This design comes from an exercise in tuning for small area on the open sky130 flow, not from production work.
Function was checked by simulation only, so behaviour that the tests miss may differ from the original.
No activity file was given, so power comes from the tool's default toggle rates. The flow treats the clock pin as an ideal source, which a real chip does not have.

===== flow/config.mk =====
export PLATFORM = sky130hd
export DESIGN_NAME = text_console
export DESIGN_NICKNAME = text_console
export VERILOG_FILES = /design/flow/design.v
export SDC_FILE = /design/flow/constraint.sdc
export NUM_CORES = 4
export LEC_CHECK = 0
export CAP_MARGIN = 0
export CORE_MARGIN = 2
export CORE_UTILIZATION = 70
export CTS_BUF_LIST = sky130_fd_sc_hd__clkbuf_16
export CTS_CLUSTER_DIAMETER = 80
export CTS_CLUSTER_SIZE = 30
export SLEW_MARGIN = 0
export SYNTH_HIERARCHICAL = 1

===== flow/constraint.sdc =====
create_clock -name core_clock -period 8.0 [get_ports {clk}]
set_input_delay 1.6000 -clock core_clock [delete_from_list [all_inputs] [get_ports {clk}]]
set_output_delay 1.6000 -clock core_clock [all_outputs]
set_load 0.01 [all_outputs]

===== flow/design.v =====
module text_console #(
  parameter int COLS   = 20,
  parameter int ROWS   = 15,
  parameter int CHAR_W = 32,
  parameter int CHAR_H = 32
) (
  input  logic                      clk,
  input  logic                      rst_n,
  input  logic                      in_valid,
  input  logic [7:0]                in_char,
  output logic                      in_ready,
  input  logic                      clear,
  input  logic [9:0]                currentX,
  input  logic [9:0]                currentY,
  output logic [7:0]                char,
  output logic [9:0]                initialX,
  output logic [9:0]                initialY,
  output logic [$clog2(COLS)-1:0]   cursor_col,
  output logic [$clog2(ROWS)-1:0]   cursor_row,
  output logic                      busy
);
  localparam int CW  = $clog2(COLS);
  localparam int RW  = $clog2(ROWS);
  localparam int XSH = $clog2(CHAR_W);
  localparam int YSH = $clog2(CHAR_H);
  logic          busy_r, rowclr_r;
  logic [CW-1:0] col_q, col_next;
  logic [RW-1:0] row_q, row_next;
  logic          busy_next, rowclr_next;
  logic          adv_row;
  logic          we;
  logic          w_space;
  logic          w_back;
  assign busy       = busy_r;
  assign in_ready   = !busy_r && !clear;
  assign cursor_col = busy_r ? '0 : col_q;
  assign cursor_row = busy_r ? '0 : row_q;
  always_ff @(posedge clk or negedge rst_n) begin
    if (!rst_n) begin
      busy_r   <= 1'b1;
      rowclr_r <= 1'b0;
      col_q    <= '0;
      row_q    <= '0;
    end else begin
      busy_r   <= busy_next;
      rowclr_r <= rowclr_next;
      col_q    <= col_next;
      row_q    <= row_next;
    end
  end
  always_comb begin
    busy_next   = busy_r;
    rowclr_next = rowclr_r;
    col_next    = col_q;
    row_next    = row_q;
    adv_row     = 1'b0;
    we          = 1'b0;
    w_space     = 1'b1;
    w_back      = 1'b0;
    if (busy_r) begin
      we = 1'b1;
      if (col_q < CW'(COLS - 1)) begin
        col_next = col_q + CW'(1);
      end else begin
        col_next = '0;
        if (rowclr_r || row_q == RW'(ROWS - 1)) begin
          row_next    = '0;
          busy_next   = 1'b0;
          rowclr_next = 1'b0;
        end else begin
          row_next = row_q + RW'(1);
        end
      end
    end else if (clear) begin
      busy_next   = 1'b1;
      rowclr_next = 1'b0;
      col_next    = '0;
      row_next    = '0;
    end else if (in_valid) begin
      if (in_char >= 8'h20 && in_char <= 8'h7E) begin
        we      = 1'b1;
        w_space = 1'b0;
        if (col_q < CW'(COLS - 1)) begin
          col_next = col_q + CW'(1);
        end else begin
          col_next = '0;
          adv_row  = 1'b1;
        end
      end else if (in_char == 8'h0A) begin
        col_next = '0;
        adv_row  = 1'b1;
      end else if (in_char == 8'h0D) begin
        col_next = '0;
      end else if (in_char == 8'h08 && col_q != '0) begin
        col_next = col_q - CW'(1);
        we       = 1'b1;
        w_back   = 1'b1;
      end
      if (adv_row) begin
        if (row_q < RW'(ROWS - 1)) begin
          row_next = row_q + RW'(1);
        end else begin
          row_next    = '0;
          busy_next   = 1'b1;
          rowclr_next = 1'b1;
        end
      end
    end
  end
  logic [6:0]      wdata;
  logic [CW-1:0]   wcol;
  assign wdata = w_space ? 7'h20 : in_char[6:0];
  assign wcol  = w_back ? col_q - CW'(1) : col_q;
  logic [ROWS-1:0] row_en_n;
  logic [COLS-1:0] col_en_n;
  always_comb begin
    for (int r = 0; r < ROWS; r++) row_en_n[r] = !(we && (row_q == RW'(r)));
    for (int c = 0; c < COLS; c++) col_en_n[c] = (wcol != CW'(c));
  end
  logic [6:0] cbuf [ROWS][COLS];
  for (genvar r = 0; r < ROWS; r++) begin : g_row
    for (genvar c = 0; c < COLS; c++) begin : g_col
      logic en;
      text_console_nor2 u_en (.a(row_en_n[r]), .b(col_en_n[c]), .y(en));
      always_ff @(posedge clk) begin
        if (en) cbuf[r][c] <= wdata;
      end
    end
  end
  logic [9:0]      col_r, row_r;
  logic            in_range;
  logic [COLS-1:0] col_sel;
  logic [ROWS-1:0] row_sel;
  logic [6:0]      rd;
  assign col_r    = currentX >> XSH;
  assign row_r    = currentY >> YSH;
  assign in_range = (col_r < 10'(COLS)) && (row_r < 10'(ROWS));
  localparam int NG = ROWS / 3;
  logic [NG-1:0] grp_n [COLS][7];
  logic [6:0]    col_val [COLS];
  always_comb begin
    for (int c = 0; c < COLS; c++) col_sel[c] = (col_r == 10'(c));
    for (int r = 0; r < ROWS; r++) row_sel[r] = (row_r == 10'(r));
  end
  for (genvar c = 0; c < COLS; c++) begin : g_rd_col
    for (genvar b = 0; b < 7; b++) begin : g_rd_bit
      for (genvar g = 0; g < NG; g++) begin : g_rd_grp
        text_console_aoi3 u_aoi (
          .d({cbuf[3*g+2][c][b], cbuf[3*g+1][c][b], cbuf[3*g][c][b]}),
          .s(row_sel[3*g+2:3*g]), .y_n(grp_n[c][b][g]));
      end
    end
  end
  always_comb begin
    for (int c = 0; c < COLS; c++)
      for (int b = 0; b < 7; b++) col_val[c][b] = !(&grp_n[c][b]);
    rd = '0;
    for (int c = 0; c < COLS; c++) rd = rd | (col_val[c] & {7{col_sel[c]}});
  end
  logic [6:0] char_q;
  logic [4:0] ix_q, iy_q;
  always_ff @(posedge clk or negedge rst_n) begin
    if (!rst_n) begin
      char_q <= 7'h20;
      ix_q   <= '0;
      iy_q   <= '0;
    end else begin
      char_q <= rd | {1'b0, !in_range, 5'b0};
      ix_q   <= in_range ? currentX[9:5] : '0;
      iy_q   <= in_range ? currentY[9:5] : '0;
    end
  end
  assign char     = {1'b0, char_q};
  assign initialX = {ix_q, 5'b0};
  assign initialY = {iy_q, 5'b0};
endmodule
module text_console_aoi3 (
  input  logic [2:0] d,
  input  logic [2:0] s,
  output logic       y_n
);
  assign y_n = !(|(d & s));
endmodule
module text_console_nor2 (
  input  logic a,
  input  logic b,
  output logic y
);
  assign y = !(a || b);
endmodule

===== flow/flow/run.sh =====
#!/bin/bash
# The standard layout (the standard.sh, all steps), with the clock tree built
# without dummy loads. The CTS arguments repeat what ORFS derives from config.mk
# (sink clustering 30 / 80 um, clkbuf_16, repair of clock nets) and add
# -dont_use_dummy_load. make's output goes to standard_flow.log; each ORFS step
# keeps its own log under orfs/logs/.
set -euo pipefail
bash standard.sh \
  "CTS_ARGS=-sink_clustering_enable -repair_clock_nets -sink_clustering_size 30 -sink_clustering_max_diameter 80 -buf_list sky130_fd_sc_hd__clkbuf_16 -dont_use_dummy_load" \
  finish > standard_flow.log 2>&1

===== flow/standard.sh =====
#!/bin/bash
# synth_recipe.tcl (not shown) runs the flow's synth.tcl, then flattens the netlist and writes it again
# the make line also repeats each setting of config.mk as NAME=value (left out here)
make -C /OpenROAD-flow-scripts/flow DESIGN_CONFIG=/design/flow/config.mk WORK_HOME=/design/flow/orfs CLKGATE_MAP_FILE= SYNTH_SCRIPT=/design/flow/synth_recipe.tcl "${@:-finish}"

==> reports/results.txt, run 1 <==
first-pass GRT wire length: 273800 um
routed wire length: 191600 um
Seq cells post-synth: 2128
Non-Filler Cell Area, Final: 81140 um^2
# setup viols final: 0
synth warn: 12
fin util: 75.59%
sequential area share after synthesis: 83.98%
Post CTS Setup Buffer Count: 0
PortBufs: 49
area of the core: 107400 um^2
CP endpoint kind: flop
crit path max fanout: 102
asr flop ratio synth: 1.316%
Global Route Usage Sum: 34.34%
die width: 333.3 um
clock root buffer: clkbuf_16
normalized max-slew margin: 17.14%
nets: 4073
mapped cell area: 75930 um^2
largest net degree at the start of global routing: 193
Fin Clk Skew: 0.05798 ns
worst min path class: flop to flop
hold_buf cts: 0
ys flop type: edfxtp_1
CTS Buffer Depth: 3
Yosys cell types: 66
Die ar.: 111100 um^2
Fillers: 5892
RSZ-0062 raised after global routing: false
share of layout cells above drive strength 1: 5.407%
Wirelength per Cell: 35.23 um
CTS tree: built
crit start category: input pin
CTS resizes: 0
status: complete, no violations
vias: 42360
Placer Congestion: 0.9216
vias in the first global route: 40220
hpwl dp: 112800 um
Worst EP required: 8.62 ns
initial drt markers: 9033
critical path data arrival time: 5.90 ns
I/O pin count: 71
Max Cap Violations: 0
Avg Vias per Cell: 7.792
pwr/cell area: 231.0 nW/um^2
total CTS buffers: 81
Reg clk slew, reported paths: 0.11 ns
Final min period: 5.270 ns
worst skew pair latency: 0.70 ns
Synth-to-Final Area Change: 6.867%
worst slew pin tran: 1.243 ns
Worst VDD drop: 0.2185 mV
ANT nets after route: 0
fmax: 189.8 MHz
number of synthesized flops with an enable pin: 2100
Row Count: 120
DIE HEIGHT: 333.3 um
Initial Utilization: 70.73%
syn avg cell area: 19.80 um^2
CTS Sinks: 2128
Final Hold Fails: 0
Leak: 24.56 nW
H-tree Lvls: 3
Congestion Overflow GR: 0
Final period util: 65.88%
Post-Synthesis Cells: 3835
Area after DPL: 79110 um^2
CP Class: input pin to flop
commonest non-fill, non-tap cell in the layout: edfxtp_1
initial antenna violation count: 5
Seq. cell area: 63760 um^2
DRT Pass-1 Iters: 17
multi-input logic area: 12210 um^2
DRC viols: 0
Slew Limit Fails: 0
most frequent cells in the layout: edfxtp_1 (2100), a222oi_1 (701), nor2_1 (339), nand3_1 (150), nand2_1 (94)
setup tns final: 0 ns
Yosys stat by module (local to each module, per instance):
| module | cells inside | cell area [um^2] | flip-flops and latches |
|---|---|---|---|
| text_console | 2835 | 67800 | 2128 |
| text_console_aoi3 | 1 | 10.01 | 0 |
| text_console_nor2 | 1 | 3.754 | 0 |
final cells by class:
| class | count | area share [%] |
|---|---|---|
| Tap cell | 1403 | 2.163 |
| Antenna cell | 2 | 0.006168 |
| Timing Repair Buffer | 129 | 1.647 |
| Inverter | 12 | 0.05551 |
| Clock buffer | 81 | 2.498 |
| Multi-Input combinational cell | 1682 | 15.05 |
| Sequential cell | 2128 | 78.58 |
worst paths after layout:
kind	startpoint	end	slack, ns	depth (start not counted)
worst max-delay path	currentY[7]	char_q[5]	2.73	11
worst min-delay path	rowclr_r	rowclr_r	0.56	1
worst max register to register	col_q[0]	cbuf[186][2]	3.32	8
worst min register to register	rowclr_r	rowclr_r	0.56	1
max in group asynchronous	rst_n	row_q[3]	6.21	1
min in group asynchronous	rst_n	char_q[0]	1.10	1
through the flow:
| step | hold WS [ns] | worst slack, ns | total power, W | std cells |
|---|---|---|---|---|
| 6_report | 0.5632 | 2.730 | 0.01874 | 5437 |
| 5_1_grt | 0.5678 | 2.641 | 0.01915 | 5435 |
| 4_1_cts | 0.5522 | 2.822 | 0.01872 | 5435 |
| 3_5_place_dp | 0.5318 | 2.089 | 0.01414 | 5354 |
| 3_3_place_gp | 0.5024 | 2.196 | 0.01407 | 5354 |
| 2_1_floorplan | 0.4811 | 0.7194 | 0.01339 | 3846 |
worst max-delay path: stages:
cell and delay (ns):
clkdlybuf4s50_1 0.80, nand2b_1 0.43, nor2_4 0.06, buf_12 0.27, buf_4 0.35, a222oi_1 0.46
and3_1 0.24, nand3_1 0.24, a222oi_1 0.90, nand4_1 0.15, or3_1 0.34
power breakdown:
group / total (W) / switching [W] / internal, W / leakage [nW]
clock network: 0.00481 / 0.00298 / 0.00183 / 0.998
logic: 0.00144 / 0.00114 / 0.000308 / 4.18
registers: 0.0125 / 0.000135 / 0.0124 / 19.4
total: 0.0187 / 0.00425 / 0.0145 / 24.6
registers in the layout (all words and copies together), names as in the netlist:
name and cells:
cbuf 2100, char_q 7, col_q 5, ix_q 5, iy_q 5, row_q 4
busy_r 1, rowclr_r 1
metal layers:
metal / wire [um] / track usage (%)
met3: 23910 / 6.128
met5: 28 / 0
met4: 8087 / 12.10
met1: 66390 / 48.27
met2: 93150 / 55.53
logic make-up (layout without fill, tap and decap cells):
family,count (synthesis),in the layout,share of synthesized area (%)
other cells,1,14,0.004939
buf+inv,36,222,0.2439
simple gates,789,789,4.889
flops,2128,2128,83.98
xor+xnor,4,4,0.04615
compound gates,866,866,10.67
mux,4,4,0.05603
fa+ha+maj,7,7,0.1153
cell usage after synthesis (all sizes together) (7+ instances only):
cell	instances	area [um^2]
edfxtp	2100	63060
a222oi	701	7017
nor2	350	1314
nand3	150	750.7
nand2	103	386.6
and3	93	583.1
o21ai	73	365.4
a22oi	43	322.8
dfrtp	26	650.6
nand4	25	156.4
buf	18	117.6
nor3	12	60.06
and2	10	62.56
inv	10	37.54
a21oi	8	51.30
o22ai	8	50.05
ha	7	87.58
nand2b	7	43.79
or3	7	43.79
==> run 2: changes to the inputs <==
==> flow/flow/run.sh (replaced) <==
#!/bin/bash
set -euo pipefail
bash standard.sh \
  "CTS_ARGS=-sink_clustering_enable -repair_clock_nets -sink_clustering_size 33 -sink_clustering_max_diameter 80 -buf_list sky130_fd_sc_hd__clkbuf_16 -dont_use_dummy_load" \
  "BUFFER_PORTS_ARGS=-buffer_cell sky130_fd_sc_hd__buf_1" \
  finish > standard_flow.log 2>&1
--- a/flow/config.mk
+++ b/flow/config.mk
@@ -12,3 +12,3 @@
 export CTS_CLUSTER_DIAMETER = 80
-export CTS_CLUSTER_SIZE = 30
+export CTS_CLUSTER_SIZE = 33
 export SLEW_MARGIN = 0
==> run 2 against run 1 <==
Against the previous run: critical endpoint is now char_q[1]; still clean on timing, DRC and antenna; sequential power about the same; final cell count about the same; global-route usage up 0.25 points; combinational power about the same; clock skew up 0.0055 ns.
==> reports/results.txt, run 2 <==
post-placement worst setup slack: 2.306 ns (was 2.089 ns)
vias: 42350 (was 42360)
Compound-Gate Fraction of Synth Area: 10.67% (unchanged)
routed wire length: 191900 um (was 191600 um)
share of layout cells above drive strength 1: 5.335% (was 5.407%)
synth cell count leaders: edfxtp_1 (2100), a222oi_1 (701), nor2_1 (350) (unchanged)
post-synthesis simple-gate area fraction: 4.889% (unchanged)
Final Hold Fails: 0 (unchanged)
CTS resizes: 0 (unchanged)
I/O pin count: 71 (unchanged)
ANT nets after route: 0 (unchanged)
Top Registers: cbuf (2100), char_q (7) (unchanged)
DRT Pass-1 Iters: 15 (was 17)
initial antenna violation count: 9 (was 5)
Fillers: 5890 (was 5892)
Final Power: 0.01859 W (was 0.01874 W)
Row Count: 120 (unchanged)
Die ar.: 111100 um^2 (unchanged)
PortBufs: 49 (unchanged)
nets: 4071 (was 4073)
Yosys cell types: 66 (unchanged)
CTS tree: built (unchanged)
Top reg by flops: cbuf (unchanged)
die width: 333.3 um (unchanged)
most frequent cells in the layout: edfxtp_1 (2100), a222oi_1 (701), nor2_1 (339), nand3_1 (150), nand2_1 (94) (unchanged)
worst min path class: flop to flop (unchanged)
crit start category: input pin (unchanged)
syn avg cell area: 19.80 um^2 (unchanged)
clock power share: 25.1% (was 25.7%)
DIE HEIGHT: 333.3 um (unchanged)
CP peak stage delay: 0.60 ns (was 0.90 ns)
critical path data arrival time: 5.70 ns (was 5.90 ns)
Synth-to-Final Area Change: 6.338% (was 6.867%)
max reg flops: 2100 (unchanged)
worst setup margin: 2.879 ns (was 2.730 ns)
synth top area cells: edfxtp_1 (83%), a222oi_1 (9.2%), nor2_1 (1.7%) (unchanged)
DRC viols: 0 (unchanged)
status: complete, no violations (unchanged)
CP max-delay cell: or4_1 (was a222oi_1)
pwr/cell area: 230.3 nW/um^2 (was 231.0 nW/um^2)
mapped cell area: 75930 um^2 (unchanged)
count leader, synth: edfxtp_1 (unchanged)
crit path max fanout: 71 (was 102)
XOR/XNOR share of the synthesized area: 0.04614% (unchanged)
Worst R2R End: cbuf[93][2] (was cbuf[186][2])
Max Cap Violations: 0 (unchanged)
normalized max-slew margin: 18.03% (was 17.14%)
ys flop type: edfxtp_1 (unchanged)
H-tree Lvls: 3 (unchanged)
combinational fraction of design power: 7.7% (about the same)
Post CTS Setup Buffer Count: 0 (unchanged)
post-synthesis mux area share: 0.05603% (unchanged)
Leak: 24.40 nW (was 24.56 nW)
total CTS buffers: 75 (was 81)
Hold Path Depth: 1 (unchanged)
Final min period: 5.121 ns (was 5.270 ns)
number of synthesized flops with an enable pin: 2100 (unchanged)
setup tns final: 0 ns (unchanged)
Yosys top cell area share: 83.05% (unchanged)
Placed Instances: 5358 (was 5354)
Fin Clk Skew: 0.06352 ns (was 0.05798 ns)
Congestion Overflow GR: 0 (unchanged)
Global Route Usage Sum: 34.59% (was 34.34%)
Placer Congestion: 0.9045 (was 0.9216)
clock root buffer: clkbuf_16 (unchanged)
RSZ-0062 raised after global routing: false (unchanged)
Initial Utilization: 70.73% (unchanged)
non-filler instance count after layout: 5434 (was 5437)
# setup viols final: 0 (unchanged)
critical path cell sequence: buf_1, nand2b_1, nor2_4, buf_12, buf_4, a222oi_1, and3_1, nand3_1, a22oi_1, nand4_1, or4_1 (was clkdlybuf4s50_1, nand2b_1, nor2_4, buf_12, buf_4, a222oi_1, and3_1, nand3_1, a222oi_1, nand4_1, or3_1)
sequential area share after synthesis: 83.98% (unchanged)
Post-Synthesis Cells: 3835 (unchanged)
asr flop ratio synth: 1.316% (unchanged)
reg2reg start: col_q[0] (unchanged)
CP Class: input pin to flop (unchanged)
cell taking the most area after synthesis: edfxtp_1 (unchanged)
Reg power frac: 67.2% (was 66.6%)
largest net degree at the start of global routing: 214 (was 193)
CTS Sinks: 2128 (unchanged)
FF-to-FF setup slack: 3.45 ns (was 3.32 ns)
Seq cells post-synth: 2128 (unchanged)
fmax: 195.3 MHz (was 189.8 MHz)
hpwl dp: 112300 um (was 112800 um)
fin util: 75.21% (was 75.59%)
area of the core: 107400 um^2 (unchanged)
CTS Buffer Depth: 3 (unchanged)
Wirelength per Cell: 35.32 um (was 35.23 um)
Psw: 0.004238 W (was 0.004246 W)
Avg Vias per Cell: 7.793 (was 7.792)
initial drt markers: 9311 (was 9033)
vias in the first global route: 40610 (was 40220)
main combinational cell family by area after synthesis: compound AO/OA/AOI/OAI gates (unchanged)
Worst R2R Path Depth: 8 (unchanged)
CP startpoint: currentY[7] (unchanged)
worst slew pin tran: 1.221 ns (was 1.243 ns)
Slew Limit Fails: 0 (unchanged)
first-pass GRT wire length: 275300 um (was 273800 um)
Final period util: 64.02% (was 65.88%)
synth warn: 12 (unchanged)
adder-cell share of the synthesized area: 0.1153% (unchanged)
hold_buf cts: 0 (unchanged)
CP endpoint kind: flop (unchanged)
commonest non-fill, non-tap cell in the layout: edfxtp_1 (unchanged)
Reg clk slew, reported paths: 0.12 ns (was 0.11 ns)
Worst VDD drop: 0.2120 mV (was 0.2185 mV)
Pint: 0.01435 W (was 0.01450 W)
Worst EP required: 8.58 ns (was 8.62 ns)
Switching Share: 22.79% (was 22.65%)
crit path to: char_q[1] (was char_q[5])
worst skew pair latency: 0.72 ns (was 0.70 ns)
-- run 2: cell count changes in the layout (fill, tap and decap cells not counted), sizes merged --
cell           change
buf               +51
clkdlybuf4s50     -48
clkbuf             -5
diode              -1
-- run 2: how the worst min path moves through the flow --
| stage | start | end | slack [ns] |
|---|---|---|---|
| 2_1_floorplan | rowclr_r | rowclr_r | 0.48 |
| 3_3_place_gp | rowclr_r | rowclr_r | 0.50 |
| 3_5_place_dp | rowclr_r | rowclr_r | 0.51 |
| 4_1_cts | rowclr_r | rowclr_r | 0.53 |
| 5_1_grt | rowclr_r | rowclr_r | 0.55 |
| 6_report | rowclr_r | rowclr_r | 0.53 |
-- run 2: cells by family after synthesis --
group / Yosys count
muxes: 4
DFF: 2128
other: 1
adders and majority gates: 7
and+or+nand+nor: 789
AOI/OAI and AO/OA: 866
buffers and inverters: 36
xor gates and xnor gates: 4
-- run 2: cell type report --
cell class | count | area, um^2 | share of cell area (%)
inverter | 12 | 45.04 | 0.05579
antenna | 1 | 2.502 | 0.003099
tap | 1403 | 1755 | 2.174
multi-input combinational | 1682 | 12210 | 15.12
timing repair buffer | 133 | 1091 | 1.351
clock buffer | 75 | 1877 | 2.324
sequential | 2128 | 63760 | 78.97
-- run 2: layer usage --
metal	vias to the layer above	share of wire, %	global-route usage [%]
met5	-	0.054	0
met4	8	5.0	14.80
met3	404	13	6.157
met2	3096	48	55.22
met1	21350	34	48.17
li1	17490	-	-
-- run 2: per-module statistics from Yosys (local to each module, per instance) --
module / cells / times used / flip-flops and latches
text_console_aoi3: 1 / 700 / 0
text_console_nor2: 1 / 300 / 0
text_console: 2835 / 1 / 2128
-- run 2: power groups by stage --
stage                     Clock [W]  Combinational, W  Sequential, W
after CTS                   0.00469           0.00140         0.0125
final                       0.00467           0.00143         0.0125
after floorplan                   0          0.000721         0.0127
after global placement            0           0.00135         0.0127
after global routing        0.00503           0.00147         0.0125
after detailed placement          0           0.00139         0.0127
-- run 2: metrics by stage --
stage          hold WS (ns)  area [um^2]
6_report             0.5342        80740
5_1_grt              0.5488        80740
4_1_cts              0.5313        80740
3_5_place_dp         0.5061        78860
3_3_place_gp         0.4960        78860
2_1_floorplan        0.4811        75990
-- run 2: worst max-delay path, delay by kind of cell --
family,cells,cell delay [ns]
AOI/OAI and AO/OA,2,1.01
and+or+nand+nor,6,1.91
buffers and inverters,3,1.10

port drivers added, routing unchanged:
The flow's constraints put no driver on any port. The routed layouts listed below were extracted and timed again, unchanged, in two steps. Step 1 assumes that a clkbuf_16 drives the clock port and a buf_2 every other input. Step 2 also shifts input and output timing later by t, the mid clock arrival at the registers, as if the neighbouring blocks saw the same clock. Slacks: ideal ports / drivers / drivers and shift; pairs: ideal ports / drivers.
| run | shift t [ns] | slack for setup (ns) | worst setup path after step 2 | worst data-port slew with drivers (ns) |
|---|---|---|---|---|
| run 1 | 0.754 | 2.730 / 2.760 / 2.007 | input to register | 0.13 |
| run 2 | 0.766 | 2.879 / 2.930 / 2.164 | input to register | 0.15 |
After both steps every run listed still meets setup and hold. For run 1, which loses most, drivers alone change the setup slack by +0.030 ns; drivers and shift together by -0.723 ns.
